Context: an optimization exercise on an open-source flow, tuned for small area, a short achievable clock period and few clock cycles. The choices shown serve that exercise and are no tape-out recipe. Where RTL was checked, it was by simulation tests only, not by an equivalence proof against the original. No activity file was given, so power comes from the tool's default toggle rates.

==> flow/design.v <==
`timescale 1ns/1ps
`default_nettype none
package mem_pkg;
  localparam int MEM_TAG_BITS     = 4;
  localparam int NUM_MEM_TAGS     = 1 << MEM_TAG_BITS;
  localparam int WORD_OFFSET_BITS = 3;   
  localparam int ICACHE_IDX_BITS  = 5;
  localparam int ICACHE_TAG_BITS  = 8;
  typedef enum logic [1:0] {
    BUS_NONE  = 2'h0,
    BUS_LOAD  = 2'h1,
    BUS_STORE = 2'h2
  } bus_command_e;
  typedef logic [MEM_TAG_BITS-1:0] mem_tag_t;   
  typedef logic [63:0]             addr_t;
  typedef logic [63:0]             word_t;
  typedef enum logic [0:0] {
    DATA_LOAD  = 1'b0,
    DATA_STORE = 1'b1
  } data_op_e;
  typedef struct packed {
    addr_t addr;
  } fetch_req_t;
  typedef struct packed {
    data_op_e op;
    addr_t    addr;
    word_t    data;
  } data_req_t;
  typedef struct packed {
    bus_command_e command;
    addr_t        addr;
    word_t        data;
  } bus_req_t;
  typedef struct packed {
    mem_tag_t response;   
    mem_tag_t tag;        
    word_t    data;
  } bus_rsp_t;
endpackage
`default_nettype wire
`timescale 1ns/1ps
`default_nettype none
module mem_front_top #(
  parameter int QUEUE_DEPTH = 4
) (
  input  logic         clock,
  input  logic         reset,
  input  logic         fetch_req,           
  input  logic [63:0]  fetch_addr,
  output logic         fetch_ack,
  output logic [63:0]  fetch_data,
  input  logic         data_req,            
  input  logic [128:0] data_cmd,            
  output logic         data_ack,
  output logic [63:0]  load_data,
  output logic [1:0]   proc2mem_command,
  output logic [63:0]  proc2mem_addr,
  output logic [63:0]  proc2mem_data,
  input  logic [3:0]   mem2proc_response,
  input  logic [63:0]  mem2proc_data,
  input  logic [3:0]   mem2proc_tag
);
  logic       own_f;     
  logic       f_acked;   
  logic       f_pend;    
  logic [3:0] f_tag;
  logic       d_pend;    
  logic f_bid, d_bid, d_store, accepted, f_ret, d_ret;
  assign d_store  = data_cmd[128];
  assign f_bid    = own_f && fetch_req && !f_pend;
  assign d_bid    = !own_f && data_req && !d_pend;
  assign accepted = (mem2proc_response != 4'd0);
  assign proc2mem_command = {d_bid && d_store, f_bid || (d_bid && !d_store)};
  assign proc2mem_addr    = {data_cmd[127:80] & {48{!own_f}},
                             own_f ? fetch_addr[15:3] : data_cmd[79:67],
                             data_cmd[66:64]};
  assign proc2mem_data    = data_cmd[63:0];
  logic [3:0] tag_x;
  logic       tag_eq, tag_nz;
  assign tag_x  = mem2proc_tag ^ f_tag;
  assign tag_eq = !(tag_x[0] || tag_x[1] || tag_x[2] || tag_x[3]);
  assign tag_nz = mem2proc_tag[0] || mem2proc_tag[1] || mem2proc_tag[2] || mem2proc_tag[3];
  assign f_ret  = f_pend && tag_eq;
  assign d_ret  = d_pend && tag_nz && !tag_eq;
  assign fetch_ack  = f_ret;
  assign fetch_data = mem2proc_data;
  assign data_ack   = d_ret || (d_bid && d_store && accepted);
  assign load_data  = mem2proc_data;
  always_ff @(posedge clock) begin
    if (reset) begin
      own_f   <= 1'b0;
      f_acked <= 1'b0;
      f_pend  <= 1'b0;
      d_pend  <= 1'b0;
    end else begin
      own_f   <= f_acked || (fetch_req && !f_pend && !(f_bid && accepted) && !f_ret);
      f_acked <= f_ret;
      if (f_ret) f_pend <= 1'b0;
      else if (f_bid && accepted) f_pend <= 1'b1;
      if (d_ret) d_pend <= 1'b0;
      else if (d_bid && !d_store && accepted) d_pend <= 1'b1;
    end
  end
  always_ff @(posedge clock) begin
    if (reset || f_ret) f_tag <= 4'd0;
    else if (f_bid && accepted) f_tag <= mem2proc_response;
  end
endmodule
`default_nettype wire
clock: 6.0 ns
lec_check: 0
cap_margin: 20
core_area: 5 5 180 180
cts_buf_list: sky130_fd_sc_hd__clkbuf_2
die_area: 0 0 185 185
setup_slack_margin: 2.68
slew_margin: 20
standard.sh (not shown) runs the stock make flow with config.mk's settings and CLKGATE_MAP_FILE= SYNTH_SCRIPT=/design/flow/synth_recipe.tcl, a recipe that flattens the netlist after the stock synthesis.
==> flow/flow/run.sh <==
#!/bin/bash
# The standard layout, with the smallest buffer on every port.
set -euo pipefail
export BUFFER_PORTS_ARGS="-buffer_cell sky130_fd_sc_hd__buf_1"
bash standard.sh > standard.log 2>&1
Testbench counts at the start, summed over its fixed seeds: cycles 24,588.
Next try:
--- a/flow/design.v
+++ b/flow/design.v
@@ -73,15 +73,10 @@
   assign proc2mem_command = {d_bid && d_store, f_bid || (d_bid && !d_store)};
   assign proc2mem_addr    = {data_cmd[127:80] & {48{!own_f}},
                              own_f ? fetch_addr[15:3] : data_cmd[79:67],
-                             data_cmd[66:64]};
+                             3'b000};
   assign proc2mem_data    = data_cmd[63:0];
-  logic [3:0] tag_x;
-  logic       tag_eq, tag_nz;
-  assign tag_x  = mem2proc_tag ^ f_tag;
-  assign tag_eq = !(tag_x[0] || tag_x[1] || tag_x[2] || tag_x[3]);
-  assign tag_nz = mem2proc_tag[0] || mem2proc_tag[1] || mem2proc_tag[2] || mem2proc_tag[3];
-  assign f_ret  = f_pend && tag_eq;
-  assign d_ret  = d_pend && tag_nz && !tag_eq;
+  assign f_ret = f_pend && (mem2proc_tag == f_tag);
+  assign d_ret = d_pend && (mem2proc_tag != 4'd0) && !f_ret;
   assign fetch_ack  = f_ret;
   assign fetch_data = mem2proc_data;
   assign data_ack   = d_ret || (d_bid && d_store && accepted);
@@ -102,8 +97,7 @@
     end
   end
   always_ff @(posedge clock) begin
-    if (reset || f_ret) f_tag <= 4'd0;
-    else if (f_bid && accepted) f_tag <= mem2proc_response;
+    if (f_bid && accepted) f_tag <= mem2proc_response;
   end
 endmodule
 `default_nettype wire
Outcome: Wire length drops by 6.7%. Area after synthesis drops by 1.2%. Worst setup slack got worse by 230 ps. Utilization rises by 0.38 points. Flip-flop and latch count is unchanged.
For the second run of this note, only the layout was checked, not whether the RTL still works.

* * *

Setup of old:
// mem_front_top: RTL as listed in full above, without the edits since
export LEC_CHECK = 0
export CAP_MARGIN = 20
export CORE_AREA = 5 5 180 180
export CTS_BUF_LIST = sky130_fd_sc_hd__clkbuf_2
export DIE_AREA = 0 0 185 185
export SETUP_SLACK_MARGIN = 2.85
export SLEW_MARGIN = 20
create_clock -name core_clock -period 6.0 [get_ports {clock}]
Scripts as last shown in full above: flow/flow/run.sh
Testbench counts of old, summed over its fixed seeds: cycles 24,588.
### old -> new
diff --git a/flow/design.v b/flow/design.v
--- a/flow/design.v
+++ b/flow/design.v
@@ -74,5 +74,5 @@
   assign proc2mem_addr    = {data_cmd[127:80] & {48{!own_f}},
                              own_f ? fetch_addr[15:3] : data_cmd[79:67],
-                             data_cmd[66:64]};
+                             3'b000};
   assign proc2mem_data    = data_cmd[63:0];
   logic [3:0] tag_x;
Results
new went all the way through synthesis, placement and routing and the layout is clean on timing, DRC and antenna. On initial core utilization, old and new are basically level. Between old and new, the difference in share of async-settable or async-resettable flops after synthesis is negligible. The total global routing track utilization of new is lower than that of old. Relative to old, areal power density over the cells increased by 0.73% in new. Going from old to new, cell count after synthesis now sits higher; wire length per cell now sits lower. Taking old as the reference, in new routed wire length decreased 9.6%, via count decreased about 3.7%. Compared with old, new shows a cell area after layout that is about 3.3% higher. Looking at diode insertion count for antenna repair across old and new, the one that comes out lower is old.
Testbench counts of new, summed over its fixed seeds: cycles 24,588.

* * *

PW:
RTL: the design.v shown in full above, as it stands there.
==> flow/config.mk <==
export PLATFORM = sky130hd
export DESIGN_NAME = mem_front_top
export DESIGN_NICKNAME = mem_front_top
export VERILOG_FILES = /design/flow/design.v
export SDC_FILE = /design/flow/constraint.sdc
export NUM_CORES = 4
export LEC_CHECK = 0
export CAP_MARGIN = 20
export CORE_AREA = 5 5 195 195
export CTS_BUF_LIST = sky130_fd_sc_hd__clkbuf_2
export DIE_AREA = 0 0 200 200
export SETUP_SLACK_MARGIN = 2.8
export SLEW_MARGIN = 20
==> flow/constraint.sdc <==
create_clock -name core_clock -period 6.0 [get_ports {clock}]
set_input_delay 1.2000 -clock core_clock [delete_from_list [all_inputs] [get_ports {clock}]]
set_output_delay 1.2000 -clock core_clock [all_outputs]
set_load 0.01 [all_outputs]
Scripts as last shown in full above: flow/flow/run.sh
Testbench counts of PW, summed over its fixed seeds: cycles 24,588.
Inputs modified between PW and JK:
==> flow/design.v, changed modules only <==
module mem_front_top #(
  parameter int QUEUE_DEPTH = 4
) (
  input  logic         clock,
  input  logic         reset,
  input  logic         fetch_req,           
  input  logic [63:0]  fetch_addr,
  output logic         fetch_ack,
  output logic [63:0]  fetch_data,
  input  logic         data_req,            
  input  logic [128:0] data_cmd,            
  output logic         data_ack,
  output logic [63:0]  load_data,
  output logic [1:0]   proc2mem_command,
  output logic [63:0]  proc2mem_addr,
  output logic [63:0]  proc2mem_data,
  input  logic [3:0]   mem2proc_response,
  input  logic [63:0]  mem2proc_data,
  input  logic [3:0]   mem2proc_tag
);
  logic       own_f;     
  logic       f_acked;   
  logic       f_pend;    
  logic [3:0] f_tag;
  logic       d_pend;    
  logic f_bid, d_bid, d_store, accepted, f_ret, d_ret;
  assign d_store  = data_cmd[128];
  assign f_bid    = own_f && fetch_req && !f_pend;
  assign d_bid    = !own_f && data_req && !d_pend;
  assign accepted = (mem2proc_response != 4'd0);
  assign proc2mem_command = {d_bid && d_store, f_bid || (d_bid && !d_store)};
  assign proc2mem_addr    = {data_cmd[127:80] & {48{!own_f}},
                             own_f ? fetch_addr[15:3] : data_cmd[79:67],
                             data_cmd[66:64]};
  assign proc2mem_data    = data_cmd[63:0];
  assign f_ret = f_pend && (mem2proc_tag == f_tag);
  assign d_ret = d_pend && (mem2proc_tag != 4'd0) && !f_ret;
  assign fetch_ack  = f_ret;
  assign fetch_data = mem2proc_data;
  assign data_ack   = d_ret || (d_bid && d_store && accepted);
  assign load_data  = mem2proc_data;
  always_ff @(posedge clock) begin
    if (reset) begin
      own_f   <= 1'b0;
      f_acked <= 1'b0;
      f_pend  <= 1'b0;
      d_pend  <= 1'b0;
    end else begin
      own_f   <= f_acked || (fetch_req && !f_pend && !(f_bid && accepted) && !f_ret);
      f_acked <= f_ret;
      if (f_ret) f_pend <= 1'b0;
      else if (f_bid && accepted) f_pend <= 1'b1;
      if (d_ret) d_pend <= 1'b0;
      else if (d_bid && !d_store && accepted) d_pend <= 1'b1;
    end
  end
  always_ff @(posedge clock) begin
    if (f_bid && accepted) f_tag <= mem2proc_response;
  end
endmodule
Notes after the runs:
Summary: with PW as the reference, sequential power in JK moved down by a few percent. Delta (JK minus PW): maximum fanout along the worst path moved up, final worst-path cycle share moved up, sequential share of layout area moved up, detailed-routed wire length on met3 moved down, number of buffers inserted by port buffering level. Critical path's largest stage delay in JK vs PW: up 0.07 ns. In the metrics for JK and PW, the one carrying the higher final worst-path setup slack is PW. Post-route minimum period (lower): PW. PW vs JK, slowest stage cell on the critical path: sky130_fd_sc_hd__nor4_4 vs sky130_fd_sc_hd__a222oi_1. Delta (JK minus PW): fraction of power consumed by combinational cells dropped 2.5 points, total power went down about 4.6%. Measured against JK, the fmax of PW comes out at 1.08 times the reference value. [JK] design area fell 6.9% relative to PW.
Testbench counts of JK, summed over its fixed seeds: cycles 24,588.

* * *

mem_front_top, a different RTL version from the one above (not shown whole).
Size in the first run: ~8 flip-flops, about 530 I/O pins, roughly 2400 sq um of cells after synthesis.
==> module mem_front_top, before the edit <==
module mem_front_top #(
  parameter int QUEUE_DEPTH = 4
) (
  input  logic         clock,
  input  logic         reset,
  input  logic         fetch_req,           
  input  logic [63:0]  fetch_addr,
  output logic         fetch_ack,
  output logic [63:0]  fetch_data,
  input  logic         data_req,            
  input  logic [128:0] data_cmd,            
  output logic         data_ack,
  output logic [63:0]  load_data,
  output logic [1:0]   proc2mem_command,
  output logic [63:0]  proc2mem_addr,
  output logic [63:0]  proc2mem_data,
  input  logic [3:0]   mem2proc_response,
  input  logic [63:0]  mem2proc_data,
  input  logic [3:0]   mem2proc_tag
);
  logic       own_f;     
  logic       f_acked;   
  logic       f_pend;    
  logic [3:0] f_tag;
  logic       d_pend;    
  logic f_bid, d_bid, d_store, accepted, f_ret, d_ret;
  assign d_store  = data_cmd[128];
  assign f_bid    = own_f && fetch_req && !f_pend;
  assign d_bid    = !own_f && data_req && !d_pend;
  assign accepted = (mem2proc_response != 4'd0);
  assign proc2mem_command = {d_bid && d_store, f_bid || (d_bid && !d_store)};
  assign proc2mem_addr    = {data_cmd[127:80] & {48{!own_f}},
                             own_f ? fetch_addr[15:3] : data_cmd[79:67],
                             3'b000};
  assign proc2mem_data    = data_cmd[63:0];
  logic [3:0] tag_x;
  logic       tag_eq, tag_nz;
  assign tag_x  = mem2proc_tag ^ f_tag;
  assign tag_eq = !(tag_x[0] || tag_x[1] || tag_x[2] || tag_x[3]);
  assign tag_nz = mem2proc_tag[0] || mem2proc_tag[1] || mem2proc_tag[2] || mem2proc_tag[3];
  assign f_ret  = f_pend && tag_eq;
  assign d_ret  = d_pend && tag_nz && !tag_eq;
  assign fetch_ack  = f_ret;
  assign fetch_data = mem2proc_data;
  assign data_ack   = d_ret || (d_bid && d_store && accepted);
  assign load_data  = mem2proc_data;
  always_ff @(posedge clock) begin
    if (reset) begin
      own_f   <= 1'b0;
      f_acked <= 1'b0;
      f_pend  <= 1'b0;
      d_pend  <= 1'b0;
    end else begin
      own_f   <= f_acked || (fetch_req && !f_pend && !(f_bid && accepted) && !f_ret);
      f_acked <= f_ret;
      if (f_bid && accepted) f_pend <= 1'b1;
      else if (f_acked) f_pend <= 1'b0;
      if (d_ret) d_pend <= 1'b0;
      else if (d_bid && !d_store && accepted) d_pend <= 1'b1;
    end
  end
  always_ff @(posedge clock) begin
    if (reset) f_tag <= 4'd0;
    else if (f_bid && accepted) f_tag <= mem2proc_response;
    else if (f_acked) f_tag <= 4'd0;
  end
endmodule
clock: 6.0 ns
lec_check: 0
cap_margin: 20
core_area: 5 5 180 180
cts_buf_list: sky130_fd_sc_hd__clkbuf_2
die_area: 0 0 185 185
setup_slack_margin: 2.68
slew_margin: 20
Scripts as last shown in full above: flow/flow/run.sh
The starting point completed without violations.
Next try:
--- a/flow/design.v
+++ b/flow/design.v
@@ -94,17 +94,16 @@
       d_pend  <= 1'b0;
     end else begin
       own_f   <= f_acked || (fetch_req && !f_pend && !(f_bid && accepted) && !f_ret);
       f_acked <= f_ret;
-      if (f_bid && accepted) f_pend <= 1'b1;
-      else if (f_acked) f_pend <= 1'b0;
+      if (f_ret) f_pend <= 1'b0;
+      else if (f_bid && accepted) f_pend <= 1'b1;
       if (d_ret) d_pend <= 1'b0;
       else if (d_bid && !d_store && accepted) d_pend <= 1'b1;
     end
   end
   always_ff @(posedge clock) begin
-    if (reset) f_tag <= 4'd0;
+    if (reset || f_ret) f_tag <= 4'd0;
     else if (f_bid && accepted) f_tag <= mem2proc_response;
-    else if (f_acked) f_tag <= 4'd0;
   end
 endmodule
 `default_nettype wire
Result:
- combinational power is about the same
- power stays flat
- first-iteration DRC count goes up by 14%
- cell area decreases by 0.50%
- sequential share of layout area is about the same
- count of clock-buffer cells in the layout is unchanged
- non-clock buffer count is unchanged
- clock skew hardly moves
- sequential power increases by about 3%
- die area does not change
- maximum frequency stays flat
- final cell count shrinks by about 0.3%
Testbench counts after the change, summed over its fixed seeds: cycles 24,588.
The RTL of the first run of this note was laid out without a check of its function.

-- port drivers added, routing unchanged --
The results above use ideal ports. As a check the final layouts listed here were re-extracted and re-timed, cells and wires unchanged. Step 1 sets driving cells, clkbuf_16 on the clock port and buf_2 on the other inputs (assumed; they add their load-dependent delay and slew). Step 2, shift: input delay + t, output delay - t, t = (earliest + latest rising clock arrival at the registers) / 2. This alone moves slack from input paths to output paths. a / b / c = ideal ports / drivers / drivers and shift; a / b = the first two.
run | t (ns) | slack for setup (ns) | hold WS [ns] | slew at the worst register clock pin (ns)
the first run of note 1 | 0.252 | 2.737 / 2.706 / 2.706 | 0.449 / 0.449 / 0.449 | 0.07 / 0.07
the second run of note 1 | 0.246 | 2.502 / 2.450 / 2.450 | 0.441 / 0.441 / 0.441 | 0.08 / 0.08
old | 0.259 | 2.824 / 2.753 / 2.753 | 0.445 / 0.445 / 0.445 | 0.09 / 0.09
new | 0.266 | 2.820 / 2.768 / 2.768 | 0.483 / 0.483 / 0.483 | 0.09 / 0.09
PW | 0.269 | 2.787 / 2.753 / 2.753 | 0.452 / 0.452 / 0.452 | 0.07 / 0.07
JK | 0.260 | 2.537 / 2.504 / 2.504 | 0.426 / 0.426 / 0.426 | 0.07 / 0.07
the first run of note 4 | 0.271 | 2.738 / 2.684 / 2.684 | 0.525 / 0.525 / 0.525 | 0.08 / 0.08
the second run of note 4 | 0.247 | 2.739 / 2.716 / 2.716 | 0.456 / 0.456 / 0.456 | 0.07 / 0.07
After both steps every run listed still meets setup and hold. The setup slack of old, which loses most, moves by -0.071 ns with the drivers and by -0.071 ns with both steps.
